This design comes from an exercise in tuning for small area and a short achievable clock period on the open sky130 flow, not from production work. Only simulation tests tie the RTL to the original design; equivalence was not proved. Power and IR drop assume default switching activity.

## quartz
==> flow/design.v <==
`default_nettype none
package mem_pkg;
  localparam int XLEN   = 64;
  localparam int STRB_W = XLEN / 8;
endpackage
`default_nettype wire
`timescale 1ns/1ps
`default_nettype none
module cmp_tree #(
  parameter int N = 32,
  parameter int M = 32     
) (
  input  logic [N-1:0] a,
  input  logic [N-1:0] b,
  output logic         lt,
  output logic         eq
);
  function automatic logic [1:0] fold(input logic [N-1:0] x, input logic [N-1:0] y);
    logic [M-1:0] l, e;
    l = '0;
    e = '1;
    for (int i = 0; i < N; i++) begin
      l[i] = !x[i] && y[i];
      e[i] = !(x[i] ^ y[i]);
    end
    for (int w = M / 2; w >= 1; w = w / 2) begin
      for (int j = 0; j < w; j++) begin
        l[j] = l[2*j+1] || (e[2*j+1] && l[2*j]);
        e[j] = e[2*j+1] && e[2*j];
      end
    end
    fold = {l[0], e[0]};
  endfunction
  assign {lt, eq} = fold(a, b);
endmodule
module pmp_checker (
  input  logic [63:0] addr,
  input  logic        is_write,
  input  logic [7:0]  pmpcfg0,
  input  logic [63:0] pmpaddr0,
  input  logic [1:0]  priv_mode,
  output logic        access_fault
);
  logic hi8_zero, hi10_zero;
  logic tor_lt, na4_eq, napot_eq;
  logic match, perm_ok;
  assign hi8_zero  = ~|addr[63:56];
  assign hi10_zero = hi8_zero & ~|addr[55:54];
  assign napot_eq  = addr[53:12] == pmpaddr0[53:12];
  cmp_tree #(.N(54), .M(64)) u_cmp (
    .a  (addr[55:2]),
    .b  (pmpaddr0[53:0]),
    .lt (tor_lt),
    .eq (na4_eq)
  );
  always_comb begin
    case (pmpcfg0[4:3])
      2'd1:    match = hi8_zero & tor_lt;
      2'd2:    match = hi8_zero & na4_eq;
      2'd3:    match = hi10_zero & napot_eq;
      default: match = 1'b0;
    endcase
  end
  assign perm_ok      = is_write ? pmpcfg0[1] : pmpcfg0[0];
  assign access_fault = match ? !perm_ok : (priv_mode != 2'd3);
endmodule
`default_nettype wire
`timescale 1ns/1ps
`default_nettype none
module lane_align (
  input  logic [7:0]  sel,       
  input  logic [1:0]  size,
  input  logic        unsigned_load,
  input  logic [63:0] rdata,
  output logic [63:0] shifted,
  output logic        sign
);
  always_comb begin
    shifted = '0;
    for (int j = 0; j < 8; j++) begin
      for (int k = 0; j + k < 8; k++) begin
        shifted[8*j +: 8] = shifted[8*j +: 8] | ({8{sel[k]}} & rdata[8*(j+k) +: 8]);
      end
    end
  end
  always_comb begin
    case (size)
      2'd0:    sign = shifted[7];
      2'd1:    sign = shifted[15];
      default: sign = shifted[31];
    endcase
    sign = sign & !unsigned_load;
  end
endmodule
`default_nettype wire
`timescale 1ns/1ps
`default_nettype none
module amo_alu (
  input  logic [31:0] a,
  input  logic [31:0] b,
  output logic [31:0] sum,
  output logic        lt_s,
  output logic        lt_u
);
  logic [31:0] p, g, gg;
  logic        lt31, eq31;
  assign p = a ^ b;
  assign g = a & b;
  function automatic logic [31:0] prefix_g(input logic [31:0] gi, input logic [31:0] pi);
    logic [31:0] gx, px;
    gx = gi;
    px = pi;
    for (int k = 0; k < 5; k++) begin
      for (int i = 0; i < 32; i++) begin
        if (i & (1 << k)) begin
          gx[i] = gx[i] | (px[i] & gx[((i >> k) << k) - 1]);
          px[i] = px[i] & px[((i >> k) << k) - 1];
        end
      end
    end
    prefix_g = gx;
  endfunction
  assign gg  = prefix_g(g, p);
  assign sum = p ^ {gg[30:0], 1'b0};
  cmp_tree #(.N(31), .M(32)) u_cmp (
    .a  (a[30:0]),
    .b  (b[30:0]),
    .lt (lt31),
    .eq (eq31)
  );
  assign lt_u = (a[31] ^ b[31]) ? b[31] : lt31;
  assign lt_s = (a[31] ^ b[31]) ? a[31] : lt31;
endmodule
`default_nettype wire
`timescale 1ns/1ps
`default_nettype none
module mem_stage (
  input  logic        clk,
  input  logic        reset,
  input  logic        start,
  input  logic        is_load,
  input  logic        is_store,
  input  logic        is_amo,
  input  logic        unsigned_load,
  input  logic [1:0]  size,
  input  logic [3:0]  amo_op,
  input  logic [63:0] addr,
  input  logic [63:0] wdata,
  input  logic [63:0] pmpaddr0,
  input  logic [7:0]  pmpcfg0,
  input  logic [1:0]  priv_mode,
  output logic        done,
  output logic        fault,
  output logic [63:0] result,
  output logic        dbus_valid,
  output logic [63:0] dbus_addr,
  output logic [63:0] dbus_wdata,
  output logic [7:0]  dbus_strobe,
  output logic [1:0]  dbus_size,
  input  logic        dbus_data_ok,
  input  logic [63:0] dbus_rdata
);
  localparam logic [3:0] PASS_LO = 4'b1100;
  localparam logic [3:0] PASS_HI = 4'b1010;
  localparam logic [3:0] F_XOR   = 4'b0110;
  localparam logic [3:0] F_AND   = 4'b1000;
  localparam logic [3:0] F_OR    = 4'b1110;
  logic        valid_q;     
  logic        done_q;
  logic        fault_q;
  logic        wr_q;        
  logic        amo_q;
  logic        ra_q;        
  logic        uns_q;
  logic [1:0]  size_q;
  logic [3:0]  op_q;
  logic [63:0] addr_q;
  logic [63:0] data_q;
  logic [3:0]  fn_lo_q, fn_hi_q;
  logic        sign_q;      
  logic [7:0]  osel_q;      
  logic [7:0]  strb_q;      
  logic        res_addr_q;  
  logic [2:0]  ext_q;       
  logic        idle, accept, is_mem, access_fault, last, cap;
  logic [1:0]  size_in;
  logic [63:0] store_data;
  logic [63:0] shifted;
  logic        sign;
  logic [7:0]  from_data;       
  logic [31:0] sum;
  logic        lt_s, lt_u;
  logic [3:0]  fn_amo;
  logic [7:0]  size_mask;
  assign idle    = !valid_q && !done_q;
  assign accept  = start && idle;
  assign is_mem  = is_load || is_store || is_amo;
  assign size_in = is_amo ? 2'd2 : size;
  assign last    = !amo_q || wr_q;
  assign cap     = valid_q && dbus_data_ok && !wr_q;    
  pmp_checker u_pmp (
    .addr         (addr),
    .is_write     (is_store || is_amo),
    .pmpcfg0      (pmpcfg0),
    .pmpaddr0     (pmpaddr0),
    .priv_mode    (priv_mode),
    .access_fault (access_fault)
  );
  always_ff @(posedge clk or posedge reset) begin
    if (reset) begin
      valid_q <= 1'b0;
      done_q  <= 1'b0;
      fault_q <= 1'b0;
    end else begin
      valid_q <= accept ? (is_mem && !access_fault)
                        : (valid_q && !(dbus_data_ok && last));
      done_q  <= accept ? (!is_mem || access_fault)
                        : (valid_q && dbus_data_ok && last);
      fault_q <= accept && is_mem && access_fault;
    end
  end
  always_comb begin
    case (size_in)
      2'd0:    store_data = {8{wdata[7:0]}};
      2'd1:    store_data = {4{wdata[15:0]}};
      2'd2:    store_data = {2{wdata[31:0]}};
      default: store_data = wdata;
    endcase
  end
  lane_align u_lane (
    .sel           (osel_q),
    .size          (size_q),
    .unsigned_load (uns_q),
    .rdata         (dbus_rdata),
    .shifted       (shifted),
    .sign          (sign)
  );
  amo_alu u_amo (
    .a    (shifted[31:0]),
    .b    (data_q[63:32]),
    .sum  (sum),
    .lt_s (lt_s),
    .lt_u (lt_u)
  );
  always_comb begin
    case (op_q)
      4'd0, 4'd1: fn_amo = PASS_HI;    
      4'd2:       fn_amo = F_XOR;
      4'd3:       fn_amo = F_AND;
      4'd4:       fn_amo = F_OR;
      4'd5:       fn_amo = lt_s ? PASS_LO : PASS_HI;
      4'd6:       fn_amo = lt_s ? PASS_HI : PASS_LO;
      4'd7:       fn_amo = lt_u ? PASS_LO : PASS_HI;
      4'd8:       fn_amo = lt_u ? PASS_HI : PASS_LO;
      default:    fn_amo = PASS_LO;    
    endcase
  end
  always_ff @(posedge clk) begin
    if (idle) begin
      wr_q    <= 1'b0;
      amo_q   <= is_amo;
      ra_q    <= !is_amo && (is_store || !is_load);
      uns_q   <= !is_amo && unsigned_load;
      size_q  <= size_in;
      op_q    <= amo_op;
      addr_q  <= addr;
      for (int k = 0; k < 8; k++) osel_q[k] <= (addr[2:0] == 3'(k));
      strb_q  <= size_mask << addr[2:0];
      res_addr_q <= (!is_amo && (is_store || !is_load)) || access_fault;
      ext_q   <= {size_in != 2'd3, !size_in[1], size_in == 2'd0};
      fn_lo_q <= PASS_LO;
      fn_hi_q <= PASS_HI;
    end else if (cap && amo_q) begin
      wr_q    <= 1'b1;
      fn_lo_q <= fn_amo;
      fn_hi_q <= fn_amo;
    end
    if (cap) sign_q <= sign;
    if (idle) data_q[31:0] <= store_data[31:0];
    else if (cap) data_q[31:0] <= shifted[31:0];
    if (idle) data_q[63:32] <= store_data[63:32];
    else if (cap && !amo_q) data_q[63:32] <= shifted[63:32];
    else if (cap && op_q == 4'd1) data_q[63:32] <= sum;
  end
  always_comb begin
    for (int i = 0; i < 32; i++) begin
      dbus_wdata[i]    = fn_lo_q[{data_q[i], data_q[32+i]}];
      dbus_wdata[32+i] = fn_hi_q[{data_q[i], data_q[32+i]}];
    end
  end
  assign done        = done_q;
  assign fault       = fault_q;
  assign dbus_valid  = valid_q;
  assign dbus_addr   = addr_q;
  assign dbus_size   = size_q;
  always_comb begin
    case (size_in)
      2'd0:    size_mask = 8'h01;
      2'd1:    size_mask = 8'h03;
      2'd2:    size_mask = 8'h0f;
      default: size_mask = 8'hff;
    endcase
  end
  assign dbus_strobe = (ra_q || wr_q) ? strb_q : 8'd0;
  assign from_data = {{4{!ext_q[2]}}, {2{!ext_q[1]}}, !ext_q[0], 1'b1};
  always_comb begin
    for (int k = 0; k < 8; k++) begin
      if (res_addr_q)       result[8*k +: 8] = addr_q[8*k +: 8];
      else if (from_data[k])    result[8*k +: 8] = data_q[8*k +: 8];
      else                  result[8*k +: 8] = {8{sign_q}};
    end
  end
endmodule
`default_nettype wire
export LEC_CHECK = 0
export ABC_AREA = 1
export CAP_MARGIN = 20
export CORE_MARGIN = 2
export CORE_UTILIZATION = 50
export PLACE_DENSITY = 0.65
export SETUP_SLACK_MARGIN = 4.5
export SLEW_MARGIN = 20
create_clock -name core_clock -period 8.0 [get_ports {clk}]
standard.sh (not shown) runs the stock make flow with config.mk's settings and CLKGATE_MAP_FILE= SYNTH_SCRIPT=/design/flow/synth_recipe.tcl, a recipe that flattens the netlist after the stock synthesis.
==> flow/flow/run.sh <==
#!/bin/bash
# The standard layout (standard.sh: the ORFS flow with the standard flow's synthesis script), run with
# a few settings changed through the environment:
#  - the port buffers that global placement inserts are buf_1 cells (buffer_ports otherwise
#    picks the slow clkdlybuf4s50_1); every port still gets its buffer;
#  - no full/half-adder cell extraction in synthesis (ADDER_MAP_FILE empty), so ABC maps the
#    adders and compare trees as plain logic. Registers and their names are unchanged;
#  - clock tree synthesis without dummy loads, with clkbuf_8 buffers (a small tree suffices
#    for about 150 flip-flops).
# The make output goes to make_finish.log; each ORFS step keeps its own log under orfs/logs.
set -euo pipefail
export BUFFER_PORTS_ARGS="-buffer_cell sky130_fd_sc_hd__buf_1"
export ADDER_MAP_FILE=
export CTS_ARGS="-sink_clustering_enable -repair_clock_nets -dont_use_dummy_load -buf_list sky130_fd_sc_hd__clkbuf_8"
bash standard.sh > make_finish.log 2>&1
### quartz -> pepper
--- a/flow/design.v
+++ b/flow/design.v
@@ -178,9 +178,6 @@
   logic [63:0] data_q;
   logic [3:0]  fn_lo_q, fn_hi_q;
-  logic        sign_q;      
   logic [7:0]  osel_q;      
   logic [7:0]  strb_q;      
-  logic        res_addr_q;  
-  logic [2:0]  ext_q;       
   logic        idle, accept, is_mem, access_fault, last, cap;
   logic [1:0]  size_in;
@@ -189,4 +186,5 @@
   logic        sign;
   logic [7:0]  from_data;       
+  logic [63:0] load_value;
   logic [31:0] sum;
   logic        lt_s, lt_u;
@@ -264,9 +262,6 @@
       size_q  <= size_in;
       op_q    <= amo_op;
-      addr_q  <= addr;
       for (int k = 0; k < 8; k++) osel_q[k] <= (addr[2:0] == 3'(k));
       strb_q  <= size_mask << addr[2:0];
-      res_addr_q <= (!is_amo && (is_store || !is_load)) || access_fault;
-      ext_q   <= {size_in != 2'd3, !size_in[1], size_in == 2'd0};
       fn_lo_q <= PASS_LO;
       fn_hi_q <= PASS_HI;
@@ -276,10 +271,11 @@
       fn_hi_q <= fn_amo;
     end
-    if (cap) sign_q <= sign;
+    if (idle) addr_q <= addr;
+    else if (valid_q && dbus_data_ok && (wr_q || (!ra_q && !amo_q)))
+      addr_q <= wr_q ? {{32{data_q[31]}}, data_q[31:0]} : load_value;
     if (idle) data_q[31:0] <= store_data[31:0];
     else if (cap) data_q[31:0] <= shifted[31:0];
     if (idle) data_q[63:32] <= store_data[63:32];
-    else if (cap && !amo_q) data_q[63:32] <= shifted[63:32];
-    else if (cap && op_q == 4'd1) data_q[63:32] <= sum;
+    else if (cap && amo_q && op_q == 4'd1) data_q[63:32] <= sum;
   end
   always_comb begin
@@ -292,5 +288,5 @@
   assign fault       = fault_q;
   assign dbus_valid  = valid_q;
-  assign dbus_addr   = addr_q;
+  assign dbus_addr   = addr_q;    
   assign dbus_size   = size_q;
   always_comb begin
@@ -303,12 +299,11 @@
   end
   assign dbus_strobe = (ra_q || wr_q) ? strb_q : 8'd0;
-  assign from_data = {{4{!ext_q[2]}}, {2{!ext_q[1]}}, !ext_q[0], 1'b1};
+  assign from_data = {{4{size_q == 2'd3}}, {2{size_q[1]}}, size_q != 2'd0, 1'b1};
   always_comb begin
     for (int k = 0; k < 8; k++) begin
-      if (res_addr_q)       result[8*k +: 8] = addr_q[8*k +: 8];
-      else if (from_data[k])    result[8*k +: 8] = data_q[8*k +: 8];
-      else                  result[8*k +: 8] = {8{sign_q}};
+      load_value[8*k +: 8] = from_data[k] ? shifted[8*k +: 8] : {8{sign}};
     end
   end
+  assign result = addr_q;
 endmodule
 `default_nettype wire
## What came out
Per the comparison of pepper with quartz, combinational fraction of design power now larger, met1 wire length now smaller, depth of the worst hold-timing path now larger, synthesized cell count now larger, worst-case vdd ir drop now larger. pepper went all the way through synthesis, placement and routing and the layout is clean on timing, DRC and antenna. Design area in pepper is 160 um2 below quartz. Number of synthesized register bits (pepper vs. quartz) decreases by a few percent. pepper and quartz ended up with nearly the same share of the clock period used by the worst path. pepper against quartz: number of global-route vias before repair was more or less identical, die area rose about 2.6%, final cell count now smaller. Taking pepper over quartz, the power consumption ratio works out to 1.18.

-- separate check: timing with driven ports --
The flow's constraints put no driver on any port. The routed layouts listed below were extracted and timed again, unchanged, in two steps. Step 1, drivers: a clkbuf_16 drives clk and a buf_2 each remaining input, both assumed. Step 2 times the ports against the registers' clock, not the clock port: input delays grow and output delays shrink by t, the midpoint of the rising clock arrivals with the driver on. Slacks: no drivers / after step 1 / after step 2; pairs: no drivers / after step 1.
run | shift t [ns] | setup slack, ns | worst slew at a driven data input, ns | cell pins on the clock port's net
quartz | 0.510 | 4.464 / 4.475 / 3.979 | 0.09 | 1
pepper | 0.564 | 4.459 / 4.409 / 3.963 | 0.14 | 1
After both steps every run listed still meets setup and hold. The setup slack of pepper, which loses most, moves by -0.050 ns with the drivers and by -0.496 ns with both steps.
